This design comes from an exercise in tuning for a short achievable clock period and few clock cycles per item on the open sky130 flow, not from production work. Only simulation tests tie the RTL to the original design; equivalence was not proved. No activity file was given, so power comes from the tool's default toggle rates.

<file path="config.mk">
export PLATFORM = sky130hd
export DESIGN_NAME = gpio_bus_slave
export DESIGN_NICKNAME = gpio_bus_slave
export VERILOG_FILES = /design/flow/design.v
export SDC_FILE = /design/flow/constraint.sdc
export NUM_CORES = 4
export LEC_CHECK = 0
export CAP_MARGIN = 20
export CORE_MARGIN = 2
export CORE_UTILIZATION = 40
export SLEW_MARGIN = 20
</file>
<file path="constraint.sdc">
create_clock -name core_clock -period 4.0 [get_ports {BUS}]
set_input_delay 0.8000 -clock core_clock [delete_from_list [all_inputs] [get_ports {BUS}]]
set_output_delay 0.8000 -clock core_clock [all_outputs]
set_load 0.01 [all_outputs]
</file>
<file path="design.v">
package gpio_bus_pkg;
	localparam int ADDR_W        = 32;
	localparam int DATA_W        = 32;
	localparam int BYTE_OFFSET_W = 2;                    
	typedef logic [ADDR_W-1:0] addr_t;                   
	typedef logic [DATA_W-1:0] data_t;                   
	localparam int WORD_COUNT = 8;                       
	typedef logic [$clog2(WORD_COUNT)-1:0] word_index_t;
	typedef logic [WORD_COUNT*DATA_W-1:0]  gpio_vec_t;   
	localparam addr_t GPO_BASE = 32'h0100_0000;          
	localparam addr_t GPI_BASE = 32'h0100_0020;          
	localparam addr_t BANK_BYTES = addr_t'(WORD_COUNT * (DATA_W / 8));
	typedef enum logic [1:0] {
		REGION_GPO,
		REGION_GPI,
		REGION_NONE                                      
	} region_t;
	typedef logic [1:0] wait_count_t;
	localparam wait_count_t WRITE_WAIT = 2'd2;
	localparam wait_count_t READ_WAIT  = 2'd3;
endpackage
module gpio_addr_decode (
	input  gpio_bus_pkg::addr_t       addr,
	output gpio_bus_pkg::region_t     region,
	output gpio_bus_pkg::word_index_t word_index
);
	gpio_bus_pkg::addr_t gpo_offset;
	gpio_bus_pkg::addr_t gpi_offset;
	logic  aligned;
	logic  in_gpo;
	logic  in_gpi;
	assign gpo_offset = addr - gpio_bus_pkg::GPO_BASE;
	assign gpi_offset = addr - gpio_bus_pkg::GPI_BASE;
	assign in_gpo  = (gpo_offset < gpio_bus_pkg::BANK_BYTES);
	assign in_gpi  = (gpi_offset < gpio_bus_pkg::BANK_BYTES);
	assign aligned = (addr[gpio_bus_pkg::BYTE_OFFSET_W-1:0] == '0);  
	assign word_index = addr[gpio_bus_pkg::BYTE_OFFSET_W +: $clog2(gpio_bus_pkg::WORD_COUNT)];
	always_comb begin
		region = gpio_bus_pkg::REGION_NONE;                            
		if (aligned) begin
			if (in_gpo) begin
				region = gpio_bus_pkg::REGION_GPO;
			end
			else if (in_gpi) begin
				region = gpio_bus_pkg::REGION_GPI;
			end
		end
	end
endmodule
module bus_wait_timer (
	input  logic BUS,
	input  logic reset,
	input  logic valid,
	input  logic rnw,
	output logic ready,
	output logic done
);
	typedef enum logic [1:0] {
		ST_IDLE,                                         
		ST_WAIT,                                         
		ST_RECOVER                                       
	} state_t;
	state_t      state;
	gpio_bus_pkg::wait_count_t count;
	gpio_bus_pkg::wait_count_t target;
	assign target = rnw ? gpio_bus_pkg::READ_WAIT : gpio_bus_pkg::WRITE_WAIT;      
	assign done = (state == ST_WAIT) && (count == target);
	always_ff @(posedge BUS) begin
		if (reset) begin
			state <= ST_IDLE;
			count <= '0;
			ready <= 1'b0;
		end
		else begin
			ready <= 1'b0;                               
			case (state)
				ST_IDLE: begin
					if (valid) begin
						state <= ST_WAIT;
						count <= 2'd1;                               
					end
				end
				ST_WAIT: begin
					if (done) begin
						state <= ST_RECOVER;
						ready <= 1'b1;
					end
					else begin
						count <= count + 2'd1;
					end
				end
				default: begin
					state <= ST_IDLE;                    
					count <= '0;
				end
			endcase
		end
	end
endmodule
module gpo_register_bank (
	input  logic                                  BUS,
	input  logic                                  reset,
	input  logic                                  done,
	input  logic                                  rnw,
	input  gpio_bus_pkg::region_t                 region,
	input  gpio_bus_pkg::word_index_t             word_index,
	input  gpio_bus_pkg::data_t                   write_data,
	output gpio_bus_pkg::gpio_vec_t               gp_op,
	output logic [gpio_bus_pkg::WORD_COUNT-1:0]   gp_op_valid,
	output gpio_bus_pkg::data_t                   gpo_word
);
	logic write_hit;
	assign write_hit = done && !rnw && (region == gpio_bus_pkg::REGION_GPO);
	always_ff @(posedge BUS) begin
		if (reset) begin
			gp_op       <= '0;
			gp_op_valid <= '0;
		end
		else begin
			gp_op_valid <= '0;                           
			if (write_hit) begin
				gp_op[word_index*gpio_bus_pkg::DATA_W +: gpio_bus_pkg::DATA_W] <= write_data;
				gp_op_valid[word_index]            <= 1'b1;  
			end
		end
	end
	assign gpo_word = gp_op[word_index*gpio_bus_pkg::DATA_W +: gpio_bus_pkg::DATA_W];
endmodule
module bus_response_regs (
	input  logic                      BUS,
	input  logic                      reset,
	input  logic                      done,
	input  logic                      rnw,
	input  gpio_bus_pkg::region_t     region,
	input  gpio_bus_pkg::word_index_t word_index,
	input  gpio_bus_pkg::data_t       gpo_word,
	input  gpio_bus_pkg::gpio_vec_t   gp_ip,
	output gpio_bus_pkg::data_t       read_data,
	output logic                      error
);
	logic  read_err;
	logic  write_err;
	logic  read_ok;
	gpio_bus_pkg::data_t gpi_word;
	gpio_bus_pkg::data_t read_sel;
	assign read_err  = rnw && (region == gpio_bus_pkg::REGION_NONE);
	assign write_err = !rnw && (region != gpio_bus_pkg::REGION_GPO);  
	assign read_ok   = rnw && (region != gpio_bus_pkg::REGION_NONE);
	assign gpi_word = gp_ip[word_index*gpio_bus_pkg::DATA_W +: gpio_bus_pkg::DATA_W];
	assign read_sel = (region == gpio_bus_pkg::REGION_GPO) ? gpo_word : gpi_word;
	always_ff @(posedge BUS) begin
		if (reset) begin
			read_data <= '0;
			error     <= 1'b0;
		end
		else if (done) begin
			error <= read_err || write_err;              
			if (read_ok) begin
				read_data <= read_sel;
			end
		end
	end
endmodule
module gpio_bus_slave (
	input  logic                                BUS,
	input  logic                                reset,
	input  logic                                valid,
	input  logic                                rnw,
	input  gpio_bus_pkg::addr_t                 addr,
	input  gpio_bus_pkg::data_t                 write_data,
	input  gpio_bus_pkg::gpio_vec_t             gp_ip,
	output logic                                ready,
	output logic                                error,
	output gpio_bus_pkg::data_t                 read_data,
	output gpio_bus_pkg::gpio_vec_t             gp_op,
	output logic [gpio_bus_pkg::WORD_COUNT-1:0] gp_op_valid
);
	gpio_bus_pkg::region_t     region;                             
	gpio_bus_pkg::word_index_t word_index;
	logic        done;                               
	gpio_bus_pkg::data_t       gpo_word;                           
	gpio_addr_decode u_decode (
		.addr       (addr),
		.region     (region),
		.word_index (word_index)
	);
	bus_wait_timer u_timer (
		.BUS   (BUS),
		.reset (reset),
		.valid (valid),
		.rnw   (rnw),
		.ready (ready),
		.done  (done)
	);
	gpo_register_bank u_gpo (
		.BUS         (BUS),
		.reset       (reset),
		.done        (done),
		.rnw         (rnw),
		.region      (region),
		.word_index  (word_index),
		.write_data  (write_data),
		.gp_op       (gp_op),
		.gp_op_valid (gp_op_valid),
		.gpo_word    (gpo_word)
	);
	bus_response_regs u_resp (
		.BUS        (BUS),
		.reset      (reset),
		.done       (done),
		.rnw        (rnw),
		.region     (region),
		.word_index (word_index),
		.gpo_word   (gpo_word),
		.gp_ip      (gp_ip),
		.read_data  (read_data),
		.error      (error)
	);
endmodule
</file>
<file path="run.sh">
#!/bin/bash
# synth_recipe.tcl (not shown) runs the flow's synth.tcl, then flattens the netlist and writes it again
# the make line also repeats each setting of config.mk as NAME=value (left out here)
make -C /OpenROAD-flow-scripts/flow DESIGN_CONFIG=/design/flow/config.mk WORK_HOME=/design/flow/orfs CLKGATE_MAP_FILE= SYNTH_SCRIPT=/design/flow/synth_recipe.tcl finish
</file>
==> summary.txt <==
Run status
  • Status: finished clean

Critical path
  • Crit path kind: in -> reg
  • R2R Setup Slk: 1.17 ns
  • CP cell instances: clkdlybuf4s50_1 -> or4_4 -> or3_1 -> o41ai_1 -> o2111ai_1 -> o41a_1 -> buf_12 -> or3_1 -> nand2_1
  • Critical path capture point type: flop
  • Worst Path Required: 4.51 ns
  • Critical-path top delay cell: or4_4
  • Crit-path max cell delay: 0.55 ns
  • Reg2reg end: u_resp.read_data[18]$_SDFFE_PP0P_
  • FF-to-FF path depth: 8
  • Reg-to-reg critical path startpoint: u_timer.count[0]$_SDFFE_PP0P_
  • Arrival @ worst endpoint: 3.98 ns
  • Most used cell, CP: or3_1
  • CP Launch Type: input port
  • CP max FO: 25

Timing
  • Tmin final: 3.46 ns
  • Slew margin rel.: 0.271
  • Max Slew Vio Count: 0
  • Worst Hold Slack: 0.467 ns
  • Fin. Hold Viols: 0
  • Setup TNS: 0 ns
  • RSZ-0062 raised after global routing: no
  • Worst slew pin tran: 1.09 ns
  • Clk_skew: 0.0222 ns
  • Period Utilization, post-route: 0.865
  • Final setup violation count: 0
  • Max Freq: 289 MHz

Power
  • VDD IR max: 0.346 mV
  • Clock share of power: 0.428
  • Sequential Power Share: 0.438
  • Pint: 5.20 mW
  • Sw frac: 0.244
  • P_leak: 8.10 nW
  • Logic gate share of total power: 0.133
  • Cell area power density: 298 nW/um^2
  • Switching power: 1.68 mW

Global routing
  • Initial antenna violation count: 16
  • First-pass GRT wire length: 111000 microns
  • Total GRT Usage: 0.384
  • Largest net degree at the start of global routing: 84
  • Vias in the first global route: 16745
  • Overflow after GRT: 0

Final layout
  • Nets: 2870
  • Final Cell Area: 23100 sq um
  • Core Util, Final: 0.629
  • Fin cells: 3038
  • Area growth, synth to finish: 54.3%
  • Fillers: 3222
  • Share of cells above drive strength 1: 0.0867

Floorplanning
  • Initial Utilization: 0.408
  • Rows: 70
  • Die footprint: 39000 sq um
  • DIE WIDTH: 197 microns
  • Core ar.: 36700 sq um
  • I/O pin cnt: 622
  • Die Y: 197 microns

Clocking
  • Htree depth: 1
  • Max Buffers Root-to-Sink: 3
  • CTS buffer count: 31
  • Clock root cell: clkbuf_16
  • Post-CTS Resized: 0
  • Worst-path clk slew: 0.06 ns
  • Hold_buf cts: 0
  • TritonCTS clock tree: built
  • Clock sink count: 302
  • Worst skew pair latency: 0.57 ns
  • Post-CTS Setup Repair Bufs: 0

Detailed routing
  • Routed Antenna Nets: 0
  • Via Count: 17823
  • Avg Vias per Cell: 5.87
  • Detail-routed net length per standard cell: 25.7 microns
  • Detailed Routing Iterations Pass 1: 6
  • Initial drt markers: 1678
  • Post-route DRC: 0
  • Wirelength, routed: 78000 microns

Synthesis
  • Cell variety after synth: 47
  • Mapped Cells: 1959
  • Mapped cell area: 15000 sq um
  • Yosys top cell by area: dfxtp_1
  • Synth async-reset ratio: 0
  • Top cells by area, synth: dfxtp_1 (40%), nand2_1 (17%), mux4_2 (9.5%)
  • Post-synth EDFFs: 0
  • Yosys reg bits: 302
  • Share of Yosys cell area claimed by the top area cell type: 0.404
  • Post-synth top flop: dfxtp_1
  • Register area share after synthesis: 0.404
  • Syn_nets: 2290
  • Synth Warn #: 4
  • Syn Area/Cell: 7.64 sq um

Placement
  • Hpwl dp: 58200 microns
  • Placed cell count: 2974
  • Placed Area: 22000 sq um
  • Final GP Congestion: 0.947
  • # port buffers: 621

Flow run
  • Max_cap viols: 0

Min path
  • WHS Path Cells: 2
  • Hold Startpoint: u_gpo.gp_op[107]$_SDFFE_PP0P_
  • End point of the worst hold path: u_gpo.gp_op[107]$_SDFFE_PP0P_
  • Hold Path Class: reg -> reg
## cell usage after synthesis (all sizes together), types with 4 or more instances
library cell and n:
o22ai 12, a21oi 145, o2111ai 39, clkbuf 135, buf 15, and3 13, nand2b 32, or3 16
a31oi 19, mux4 63, nand4 24, o21ai 125, nand3 149, nor2 51, nor3 19, nand2 669
nor2b 33, nand3b 13, inv 14, nor4 9, nor3b 19, ha 7, xnor2 4, dfxtp 302
and2 4
## final cells by class
| class | instances | area [sq um] | share of cell area |
|---|---|---|---|
| clock buffer | 41 | 873 | 0.0378 |
| timing repair buffer | 697 | 6900 | 0.299 |
| sequential | 302 | 6050 | 0.262 |
| clock inverter | 14 | 154 | 0.00666 |
| antenna | 9 | 22.5 | 0.000975 |
| tap | 468 | 586 | 0.0254 |
| multi-input combinational | 1492 | 8450 | 0.366 |
| inverter | 15 | 56.3 | 0.00244 |
## cells in the final DEF (no fill, tap or decap), types with 16 or more instances in the layout
| master | instances |
|---|---|
| o21ai_0 | 125 |
| dfxtp_1 | 302 |
| nand2b_1 | 32 |
| a21oi_1 | 143 |
| mux4_2 | 63 |
| nor2b_1 | 33 |
| o2111ai_1 | 39 |
| clkdlybuf4s50_1 | 617 |
| nor2_1 | 46 |
| clkbuf_16 | 31 |
| nand4_1 | 24 |
| a31oi_1 | 17 |
| or3_1 | 16 |
| buf_4 | 68 |
| nand3_1 | 146 |
| nand2_1 | 669 |
| nor3b_1 | 19 |
## power groups by stage
stage,combinational [mW],clock [mW],sequential [mW]
global placement,0.893,0,3.08
CTS,0.902,2.95,3.01
detailed placement,0.894,0,3.08
global route,0.965,3.08,3.01
floorplan,0.375,0,3.08
finish,0.916,2.94,3.01
## logic make-up (layout without fill, tap and decap cells)
| group | Yosys count | after routing | synth area share |
|---|---|---|---|
| AND/OR/NAND/NOR | 1057 | 1057 | 0.312 |
| XOR/XNOR | 4 | 4 | 0.00234 |
| buffers and inverters | 165 | 767 | 0.0419 |
| AO/OA/AOI/OAI | 361 | 361 | 0.139 |
| other | 0 | 9 | 0 |
| flip-flops | 302 | 302 | 0.404 |
| adder cells (fa/ha/maj) | 7 | 7 | 0.00585 |
| multiplexers | 63 | 63 | 0.0948 |
## worst max-delay path, delay by kind of cell
family	cells	cell delay [ns]
AOI/OAI and AO/OA	3	1.16
buffers and inverters	2	0.63
and+or+nand+nor	4	1.38
## metrics by stage
stage               power [mW]  setup WS (ns)
floorplan                 3.45        0.00121
global placement          3.97         0.0293
detailed placement        3.97       -0.00622
CTS                       6.86          0.567
global route              7.06          0.321
finish                    6.87          0.539
## registers in the layout (all words and copies together) (netlist names)
name,count
u_gpo.gp_op,256
u_gpo.gp_op_valid,8
u_resp.error,1
u_resp.read_data,32
u_timer.count,2
u_timer.ready,1
u_timer.state,2
## metal layers
| metal | vias up | routed length [microns] | GRT usage |
|---|---|---|---|
| li1 | 7968 | - | - |
| met1 | 8463 | 29100 | 0.475 |
| met2 | 1144 | 37000 | 0.641 |
| met3 | 236 | 7430 | 0.0697 |
| met4 | 12 | 4430 | 0.193 |
| met5 | - | 69 | 0 |
## worst max path at each step
stage / startpoint / end / slack [ns] / depth (start not counted)
after floorplan: addr[3] / u_gpo.gp_op[227]$_SDFFE_PP0P_ / 0.001 / 13
after global placement: addr[10] / u_resp.read_data[29]$_SDFFE_PP0P_ / 0.03 / 9
after global routing: addr[23] / u_resp.read_data[24]$_SDFFE_PP0P_ / 0.32 / 10
after CTS: addr[10] / u_resp.read_data[0]$_SDFFE_PP0P_ / 0.57 / 9
after detailed placement: addr[10] / u_resp.read_data[13]$_SDFFE_PP0P_ / -0.006 / 9
final: addr[10] / u_resp.read_data[18]$_SDFFE_PP0P_ / 0.54 / 9
Testbench counts, summed over its fixed seeds: cycles 21,724, items 4,800.

-- re-timing with driven ports --
How much do the figures lean on ideal ports? The routed layout below was timed once more, with nothing changed but the port constraints.
Step 1: set_driving_cell puts a clkbuf_16 on BUS and a buf_2 on each other input, an assumption about the parent block.
Step 2 times the ports against the registers' clock, not the clock port: input delays grow and output delays shrink by t, the midpoint of the rising clock arrivals with the driver on.
Slacks: ideal / step 1 / step 2; pairs: ideal / step 1.
shift t [ns]: 0.612
setup slack, ns: 0.539 / 0.566 / -0.046
slew at the worst register clock pin (ns): 0.07 / 0.07
worst data-port slew with drivers (ns): 0.11
cell pins on the clock port's net: 1
With both steps, setup timing fails in this run, where it was met with ideal ports. The setup slack of this run moves by +0.027 ns with the drivers and by -0.585 ns with both steps.
